This design comes from an exercise in tuning for small area, a short achievable clock period and few clock cycles per item on the open sky130 flow, not from production work. Only simulation tests tie the RTL to the original design; equivalence was not proved. Power and IR drop assume default switching activity.

==> build 85: inputs <==
==> flow/design.v <==
package cprt_pkg;
  localparam int TABLE_DEPTH = 64;
  localparam int IDX_BITS    = $clog2(TABLE_DEPTH);
  localparam int ID_BITS     = 16;
  localparam int COUNT_BITS  = 8;
  localparam logic [IDX_BITS-1:0]   IDX_LAST  = IDX_BITS'(TABLE_DEPTH - 1);
  localparam logic [COUNT_BITS-1:0] COUNT_MAX = {COUNT_BITS{1'b1}};
  localparam logic [COUNT_BITS-1:0] COUNT_ONE = COUNT_BITS'(1);
  localparam logic [1:0] EV_NONE  = 2'd0;
  localparam logic [1:0] EV_BEGAN = 2'd1;
  localparam logic [1:0] EV_ENDED = 2'd2;
  localparam logic [1:0] EV_FULL  = 2'd3;
  typedef struct packed {
    logic [ID_BITS-1:0]    low_id;
    logic [ID_BITS-1:0]    high_id;
    logic [COUNT_BITS-1:0] count;
  } entry_t;
  typedef struct packed {
    logic load;      
  } cprt_cmd_t;
  typedef struct packed {
    logic unused;
  } cprt_sts_t;
endpackage
module cprt_ctrl
(
  input  logic      clk,
  input  logic      rst_n,
  input  logic      start,
  input  cprt_pkg::cprt_sts_t sts,
  output cprt_pkg::cprt_cmd_t cmd,
  output logic      busy
);
  assign cmd.load = start & rst_n;
  assign busy     = 1'b0;
endmodule
module cprt_dp
(
  input  logic                  clk,
  input  logic                  rst_n,
  input  cprt_pkg::cprt_cmd_t             cmd,
  output cprt_pkg::cprt_sts_t             sts,
  input  logic                  in_is_end,
  input  logic [cprt_pkg::ID_BITS-1:0]    in_body_a,
  input  logic [cprt_pkg::ID_BITS-1:0]    in_body_b,
  output logic                  out_strobe,
  output logic [1:0]            out_event_res,
  output logic [cprt_pkg::ID_BITS-1:0]    out_pair_low,
  output logic [cprt_pkg::ID_BITS-1:0]    out_pair_high,
  output logic [cprt_pkg::COUNT_BITS-1:0] out_live_count
);
  localparam int N  = cprt_pkg::TABLE_DEPTH;
  localparam int IB = cprt_pkg::ID_BITS;
  localparam int CB = cprt_pkg::COUNT_BITS;
  logic [IB-1:0] lo_m  [0:N-1];
  logic [IB-1:0] hi_m  [0:N-1];
  logic [CB-1:0] cnt_m [0:N-1];
  logic [N-1:0]  valid_r;
  logic [N-1:0]  ff_r;         
  logic          nfull_r;      
  logic          v0_r;
  logic          e0_r;
  logic [IB-1:0] a0_r;
  logic [IB-1:0] b0_r;
  logic          lt0_r;        
  logic          va1_r;
  logic          ea1_r;
  logic [IB-1:0] loa1_r;
  logic [IB-1:0] hia1_r;
  logic          va_r;
  logic          ea_r;
  logic [IB-1:0] loa_r;
  logic [IB-1:0] hia_r;
  logic [N-1:0]  pml_r;        
  logic [N-1:0]  pmh_r;        
  logic          vb_r;
  logic          eb_r;
  logic [IB-1:0] lob_r;
  logic [IB-1:0] hib_r;
  logic [N-1:0]  mb_r;
  logic          same_bc_r;    
  logic          vc_r;
  logic          ec_r;
  logic [IB-1:0] loc_r;
  logic [IB-1:0] hic_r;
  logic [N-1:0]  mc_r;
  logic          hc_r;         
  logic [CB-1:0] cc_r;         
  logic          le1_r;        
  logic          strobe_r;
  logic [1:0]    ev_r;
  logic [CB-1:0] live_r;
  logic [IB-1:0] out_lo_r;
  logic [IB-1:0] out_hi_r;
  logic [N-1:0]  pml;
  logic [N-1:0]  pmh;
  logic [N-1:0]  hv;
  logic          same_ac;
  logic [CB-1:0] rd_cnt;
  logic [N-1:0]  ff_alloc;
  logic [N-1:0]  ff_freed;
  logic          any_alloc;    
  logic          any_free;
  logic [CB-1:0] new_cnt;
  logic          alloc;
  logic          freed;
  logic [N-1:0]  res_vec;
  logic          res_hit;
  logic [CB-1:0] res_cnt;
  logic          res_le1;
  logic [1:0]    ev_nxt;
  logic [CB-1:0] live_nxt;
  assign sts.unused = 1'b0;
  always_ff @(posedge clk) begin
    v0_r   <= cmd.load;
    e0_r   <= in_is_end;
    a0_r   <= in_body_a;
    b0_r   <= in_body_b;
    lt0_r  <= in_body_a < in_body_b;
    va1_r  <= v0_r && rst_n;
    ea1_r  <= e0_r;
    loa1_r <= lt0_r ? a0_r : b0_r;
    hia1_r <= lt0_r ? b0_r : a0_r;
  end
  always_comb begin
    for (int i = 0; i < N; i++) begin
      pml[i] = ff_r[i] ? (loc_r == loa1_r) : (lo_m[i] == loa1_r);
      pmh[i] = ff_r[i] ? (hic_r == hia1_r) : (hi_m[i] == hia1_r);
    end
  end
  always_ff @(posedge clk) begin
    va_r  <= va1_r && rst_n;
    ea_r  <= ea1_r;
    loa_r <= loa1_r;
    hia_r <= hia1_r;
    pml_r <= pml;
    pmh_r <= pmh;
  end
  assign hv = valid_r & pml_r & pmh_r;
  assign same_ac = vc_r && (loa_r == loc_r) && (hia_r == hic_r);
  always_ff @(posedge clk) begin
    vb_r      <= va_r && rst_n;
    eb_r      <= ea_r;
    lob_r     <= loa_r;
    hib_r     <= hia_r;
    mb_r      <= !va_r ? '0 : same_ac ? res_vec : hv;
    same_bc_r <= va_r && vb_r && (loa_r == lob_r) && (hia_r == hib_r);
  end
  always_comb begin
    rd_cnt = '0;
    for (int i = 0; i < N; i++) begin
      rd_cnt = rd_cnt | ({CB{mb_r[i]}} & cnt_m[i]);
    end
  end
  always_ff @(posedge clk) begin
    vc_r  <= vb_r && rst_n;
    ec_r  <= eb_r;
    loc_r <= lob_r;
    hic_r <= hib_r;
    if (same_bc_r) begin
      mc_r  <= res_vec;
      hc_r  <= res_hit;
      cc_r  <= res_cnt;
      le1_r <= res_le1;
    end else begin
      mc_r  <= mb_r;
      hc_r  <= |mb_r;
      cc_r  <= rd_cnt;
      le1_r <= (rd_cnt <= cprt_pkg::COUNT_ONE);
    end
  end
  always_comb begin
    logic [N-1:0] cand_a, cand_f, pre_a, pre_f;
    cand_a = ~valid_r & ~ff_r;
    cand_f = ff_r | mc_r;
    pre_a = cand_a;
    pre_f = cand_f;
    for (int d = 1; d < N; d = d * 2) begin
      pre_a = pre_a | (pre_a << d);
      pre_f = pre_f | (pre_f << d);
    end
    ff_alloc  = cand_a & ~(pre_a << 1);
    ff_freed  = cand_f & ~(pre_f << 1);
    any_alloc = pre_a[N-1];
  end
  assign any_free = nfull_r;
  assign new_cnt = !ec_r ? ((cc_r == cprt_pkg::COUNT_MAX) ? cc_r : cc_r + cprt_pkg::COUNT_ONE)
                         : cc_r - cprt_pkg::COUNT_ONE;
  assign alloc = vc_r && !ec_r && !hc_r && any_free;
  assign freed = vc_r && ec_r && hc_r && le1_r;
  assign res_vec = (mc_r & {N{!freed}}) | (ff_r & {N{alloc}});
  assign res_hit = (hc_r && !freed) || alloc;
  assign res_cnt = res_hit ? new_cnt : '0;
  assign res_le1 = !res_hit || (!ec_r ? (cc_r == '0) : (cc_r == 8'd1 || cc_r == 8'd2));
  always_ff @(posedge clk) begin
    for (int i = 0; i < N; i++) begin
      if (ff_r[i]) begin
        lo_m[i] <= loc_r;
        hi_m[i] <= hic_r;
      end
      if (ff_r[i] || mc_r[i]) begin
        cnt_m[i] <= new_cnt;
      end
    end
  end
  always_ff @(posedge clk) begin
    if (!rst_n) begin
      valid_r <= '0;
      ff_r    <= N'(1);
      nfull_r <= 1'b1;
    end else begin
      valid_r <= (valid_r & ~(mc_r & {N{freed}})) | (ff_r & {N{alloc}});
      if (alloc) begin
        ff_r    <= ff_alloc;
        nfull_r <= any_alloc;
      end else if (freed) begin
        ff_r    <= ff_freed;
        nfull_r <= 1'b1;
      end
    end
  end
  always_comb begin
    ev_nxt   = cprt_pkg::EV_NONE;
    live_nxt = new_cnt;
    if (!ec_r) begin
      if (!hc_r) begin
        if (any_free) begin
          ev_nxt = cprt_pkg::EV_BEGAN;
        end else begin
          ev_nxt   = cprt_pkg::EV_FULL;
          live_nxt = '0;
        end
      end
    end else begin
      if (!hc_r) begin
        live_nxt = '0;
      end else if (le1_r) begin
        ev_nxt = cprt_pkg::EV_ENDED;
      end
    end
  end
  always_ff @(posedge clk) begin
    if (!rst_n) begin
      strobe_r <= 1'b0;
    end else begin
      strobe_r <= vc_r;
    end
    ev_r     <= ev_nxt;
    live_r   <= live_nxt;
    out_lo_r <= loc_r;
    out_hi_r <= hic_r;
  end
  assign out_strobe     = strobe_r;
  assign out_event_res  = ev_r;
  assign out_pair_low   = out_lo_r;
  assign out_pair_high  = out_hi_r;
  assign out_live_count = live_r;
endmodule
module contact_pair_refcount_table
(
  input  logic                  clk,
  input  logic                  rst_n,
  input  logic                  start,
  output logic                  busy,
  input  logic                  in_is_end,
  input  logic [cprt_pkg::ID_BITS-1:0]    in_body_a,
  input  logic [cprt_pkg::ID_BITS-1:0]    in_body_b,
  output logic                  out_strobe,
  output logic [1:0]            out_event_res,
  output logic [cprt_pkg::ID_BITS-1:0]    out_pair_low,
  output logic [cprt_pkg::ID_BITS-1:0]    out_pair_high,
  output logic [cprt_pkg::COUNT_BITS-1:0] out_live_count
);
  cprt_pkg::cprt_cmd_t cmd;
  cprt_pkg::cprt_sts_t sts;
  cprt_ctrl u_ctrl (
    .clk   (clk),
    .rst_n (rst_n),
    .start (start),
    .sts   (sts),
    .cmd   (cmd),
    .busy  (busy)
  );
  cprt_dp u_dp (
    .clk            (clk),
    .rst_n          (rst_n),
    .cmd            (cmd),
    .sts            (sts),
    .in_is_end      (in_is_end),
    .in_body_a      (in_body_a),
    .in_body_b      (in_body_b),
    .out_strobe     (out_strobe),
    .out_event_res  (out_event_res),
    .out_pair_low   (out_pair_low),
    .out_pair_high  (out_pair_high),
    .out_live_count (out_live_count)
  );
endmodule
==> flow/run.sh <==
#!/bin/bash
# synth_recipe.tcl (not shown) runs the flow's synth.tcl, then flattens the netlist and writes it again
# the make line also repeats each setting of config.mk as NAME=value (left out here)
make -C /OpenROAD-flow-scripts/flow DESIGN_CONFIG=/design/flow/config.mk WORK_HOME=/design/flow/orfs CLKGATE_MAP_FILE= SYNTH_SCRIPT=/design/flow/synth_recipe.tcl finish
==> flow/config.mk <==
export PLATFORM = sky130hd
export DESIGN_NAME = contact_pair_refcount_table
export DESIGN_NICKNAME = contact_pair_refcount_table
export VERILOG_FILES = /design/flow/design.v
export SDC_FILE = /design/flow/constraint.sdc
export NUM_CORES = 4
export LEC_CHECK = 0
export CAP_MARGIN = 10
export CORE_MARGIN = 2
export CORE_UTILIZATION = 45
export CTS_CLUSTER_DIAMETER = 90
export CTS_CLUSTER_SIZE = 24
export SETUP_SLACK_MARGIN = 2.5
export SLEW_MARGIN = 10
==> flow/constraint.sdc <==
create_clock -name core_clock -period 5.0 [get_ports {clk}]
set_input_delay 1.0000 -clock core_clock [delete_from_list [all_inputs] [get_ports {clk}]]
set_output_delay 1.0000 -clock core_clock [all_outputs]
set_load 0.01 [all_outputs]
==> trial 43: changes against build 85 <==
==> flow/design.v, changed modules only <==
module cprt_dp
(
  input  logic                  clk,
  input  logic                  rst_n,
  input  cprt_pkg::cprt_cmd_t             cmd,
  output cprt_pkg::cprt_sts_t             sts,
  input  logic                  in_is_end,
  input  logic [cprt_pkg::ID_BITS-1:0]    in_body_a,
  input  logic [cprt_pkg::ID_BITS-1:0]    in_body_b,
  output logic                  out_strobe,
  output logic [1:0]            out_event_res,
  output logic [cprt_pkg::ID_BITS-1:0]    out_pair_low,
  output logic [cprt_pkg::ID_BITS-1:0]    out_pair_high,
  output logic [cprt_pkg::COUNT_BITS-1:0] out_live_count
);
  localparam int N  = cprt_pkg::TABLE_DEPTH;
  localparam int IB = cprt_pkg::ID_BITS;
  localparam int CB = cprt_pkg::COUNT_BITS;
  logic [IB-1:0] lo_m  [0:N-1];
  logic [IB-1:0] hi_m  [0:N-1];
  logic [CB-1:0] cnt_m [0:N-1];
  logic [N-1:0]  valid_r;
  logic [N-1:0]  ff_r;         
  logic          va_r;
  logic          ea_r;
  logic [IB-1:0] loa_r;
  logic [IB-1:0] hia_r;
  logic          vb_r;
  logic          eb_r;
  logic [IB-1:0] lob_r;
  logic [IB-1:0] hib_r;
  logic [N-1:0]  mb_r;
  logic          same_bc_r;    
  logic          vc_r;
  logic          ec_r;
  logic [IB-1:0] loc_r;
  logic [IB-1:0] hic_r;
  logic [N-1:0]  mc_r;
  logic          hc_r;         
  logic [CB-1:0] cc_r;         
  logic          strobe_r;
  logic [1:0]    ev_r;
  logic [CB-1:0] live_r;
  logic [IB-1:0] out_lo_r;
  logic [IB-1:0] out_hi_r;
  logic [N-1:0]  hv;
  logic          same_ac;
  logic [CB-1:0] rd_cnt;
  logic [N-1:0]  ff_alloc;
  logic [N-1:0]  ff_freed;
  logic          any_free;
  logic [CB-1:0] new_cnt;
  logic          alloc;
  logic          freed;
  logic [N-1:0]  res_vec;
  logic          res_hit;
  logic [CB-1:0] res_cnt;
  logic [1:0]    ev_nxt;
  logic [CB-1:0] live_nxt;
  assign sts.unused = 1'b0;
  always_ff @(posedge clk) begin
    va_r  <= cmd.load;
    ea_r  <= in_is_end;
    loa_r <= (in_body_a < in_body_b) ? in_body_a : in_body_b;
    hia_r <= (in_body_a < in_body_b) ? in_body_b : in_body_a;
  end
  always_comb begin
    for (int i = 0; i < N; i++) begin
      hv[i] = valid_r[i] && (lo_m[i] == loa_r) && (hi_m[i] == hia_r);
    end
  end
  assign same_ac = vc_r && (loa_r == loc_r) && (hia_r == hic_r);
  always_ff @(posedge clk) begin
    vb_r      <= va_r && rst_n;
    eb_r      <= ea_r;
    lob_r     <= loa_r;
    hib_r     <= hia_r;
    mb_r      <= !va_r ? '0 : same_ac ? res_vec : hv;
    same_bc_r <= va_r && vb_r && (loa_r == lob_r) && (hia_r == hib_r);
  end
  always_comb begin
    rd_cnt = '0;
    for (int i = 0; i < N; i++) begin
      rd_cnt = rd_cnt | ({CB{mb_r[i]}} & cnt_m[i]);
    end
  end
  always_ff @(posedge clk) begin
    vc_r  <= vb_r && rst_n;
    ec_r  <= eb_r;
    loc_r <= lob_r;
    hic_r <= hib_r;
    if (same_bc_r) begin
      mc_r <= res_vec;
      hc_r <= res_hit;
      cc_r <= res_cnt;
    end else begin
      mc_r <= mb_r;
      hc_r <= |mb_r;
      cc_r <= rd_cnt;
    end
  end
  always_comb begin
    logic seen_a, seen_f;
    seen_a = 1'b0;
    seen_f = 1'b0;
    for (int i = 0; i < N; i++) begin
      ff_alloc[i] = !valid_r[i] && !ff_r[i] && !seen_a;
      seen_a      = seen_a || (!valid_r[i] && !ff_r[i]);
      ff_freed[i] = (ff_r[i] || mc_r[i]) && !seen_f;
      seen_f      = seen_f || ff_r[i] || mc_r[i];
    end
  end
  assign any_free = |ff_r;
  assign new_cnt = !ec_r ? ((cc_r == cprt_pkg::COUNT_MAX) ? cc_r : cc_r + cprt_pkg::COUNT_ONE)
                         : cc_r - cprt_pkg::COUNT_ONE;
  assign alloc = vc_r && !ec_r && !hc_r && any_free;
  assign freed = vc_r && ec_r && hc_r && (cc_r <= cprt_pkg::COUNT_ONE);
  assign res_vec = (mc_r & {N{!freed}}) | (ff_r & {N{alloc}});
  assign res_hit = (hc_r && !freed) || alloc;
  assign res_cnt = res_hit ? new_cnt : '0;
  always_ff @(posedge clk) begin
    for (int i = 0; i < N; i++) begin
      if (ff_r[i]) begin
        lo_m[i] <= loc_r;
        hi_m[i] <= hic_r;
      end
      if (ff_r[i] || mc_r[i]) begin
        cnt_m[i] <= new_cnt;
      end
    end
  end
  always_ff @(posedge clk) begin
    if (!rst_n) begin
      valid_r <= '0;
      ff_r    <= N'(1);
    end else begin
      valid_r <= (valid_r & ~(mc_r & {N{freed}})) | (ff_r & {N{alloc}});
      if (alloc) begin
        ff_r <= ff_alloc;
      end else if (freed) begin
        ff_r <= ff_freed;
      end
    end
  end
  always_comb begin
    ev_nxt   = cprt_pkg::EV_NONE;
    live_nxt = new_cnt;
    if (!ec_r) begin
      if (!hc_r) begin
        if (any_free) begin
          ev_nxt = cprt_pkg::EV_BEGAN;
        end else begin
          ev_nxt   = cprt_pkg::EV_FULL;
          live_nxt = '0;
        end
      end
    end else begin
      if (!hc_r) begin
        live_nxt = '0;
      end else if (cc_r <= cprt_pkg::COUNT_ONE) begin
        ev_nxt = cprt_pkg::EV_ENDED;
      end
    end
  end
  always_ff @(posedge clk) begin
    if (!rst_n) begin
      strobe_r <= 1'b0;
    end else begin
      strobe_r <= vc_r;
    end
    ev_r     <= ev_nxt;
    live_r   <= live_nxt;
    out_lo_r <= loc_r;
    out_hi_r <= hic_r;
  end
  assign out_strobe     = strobe_r;
  assign out_event_res  = ev_r;
  assign out_pair_low   = out_lo_r;
  assign out_pair_high  = out_hi_r;
  assign out_live_count = live_r;
endmodule
Settings changed: CAP_MARGIN 10 to 20, CORE_UTILIZATION 45 to 55, CTS_CLUSTER_DIAMETER 90 to unset, CTS_CLUSTER_SIZE 24 to unset, SETUP_SLACK_MARGIN 2.5 to 1.5, SLEW_MARGIN 10 to 20.
==> results.txt <==
metric	trial 43	build 85
Met2 demand-to-capacity share in global routing	59.6%	47.9%
Register bit total from synthesis	2971	3170
Critical Path Max Stage Delay	0.86 ns	0.67 ns
Power in combinational cells	5520 uW	5120 uW
Status	complete, no violations	complete, no violations
Multi-In Gates	4434	4677
Post-synthesis share of cell area spent on full adders, half adders and majority gates	0.187%	0.199%
Met3 routed wirelength	51900 um	48100 um
Met1 global-route usage	56.5%	41.9%
Fill cell instance count of the final layout	16100	22900
Post-detailed-route wirelength per cell	39.1 um	36.8 um
Number of post-CTS setup repair buffers	4	164
H-tree depth	5	4
Cell Count Post-Placement	10700	11900
Area inside the core boundary	217000 um2	277000 um2
Slack of the critical path	1.49 ns	2.42 ns
R2r startpoint	u_dp.hic_r[5]	u_dp.mb_r[8]
Testbench counts of build 85, summed over its fixed seeds: cycles 4,048, items 4,000.
Testbench counts of trial 43, summed over its fixed seeds: cycles 4,032, items 4,000.

## separate check: timing with driven ports
The flow's constraints put no driver on any port. The routed layouts listed below were extracted and timed again, unchanged, in two steps. Step 1 assumes that a clkbuf_16 drives the clock port and a buf_2 every other input. Step 2 adds t to the input delays and takes it off the output delays; t is the mean of the earliest and latest rising clock arrival at the registers after step 1. Input paths then give back, and output paths get back, about the clock's delay inside the block. Three values: ideal ports, drivers, drivers and shift; two values: the first two.
| run | shift t [ns] | slack for setup (ns) | worst setup path at the end | worst register clock-pin slew, ns | worst slew at a driven data input, ns |
|---|---|---|---|---|---|
| build 85 | 0.956 | 2.424 / 2.424 / 2.029 | input to register | 0.10 / 0.10 | 0.07 |
| trial 43 | 1.014 | 1.487 / 1.487 / 0.911 | input to register | 0.07 / 0.07 | 0.06 |
After both steps every run listed still meets setup and hold. For trial 43, which loses most, drivers alone change the setup slack by 0.000 ns; drivers and shift together by -0.576 ns.
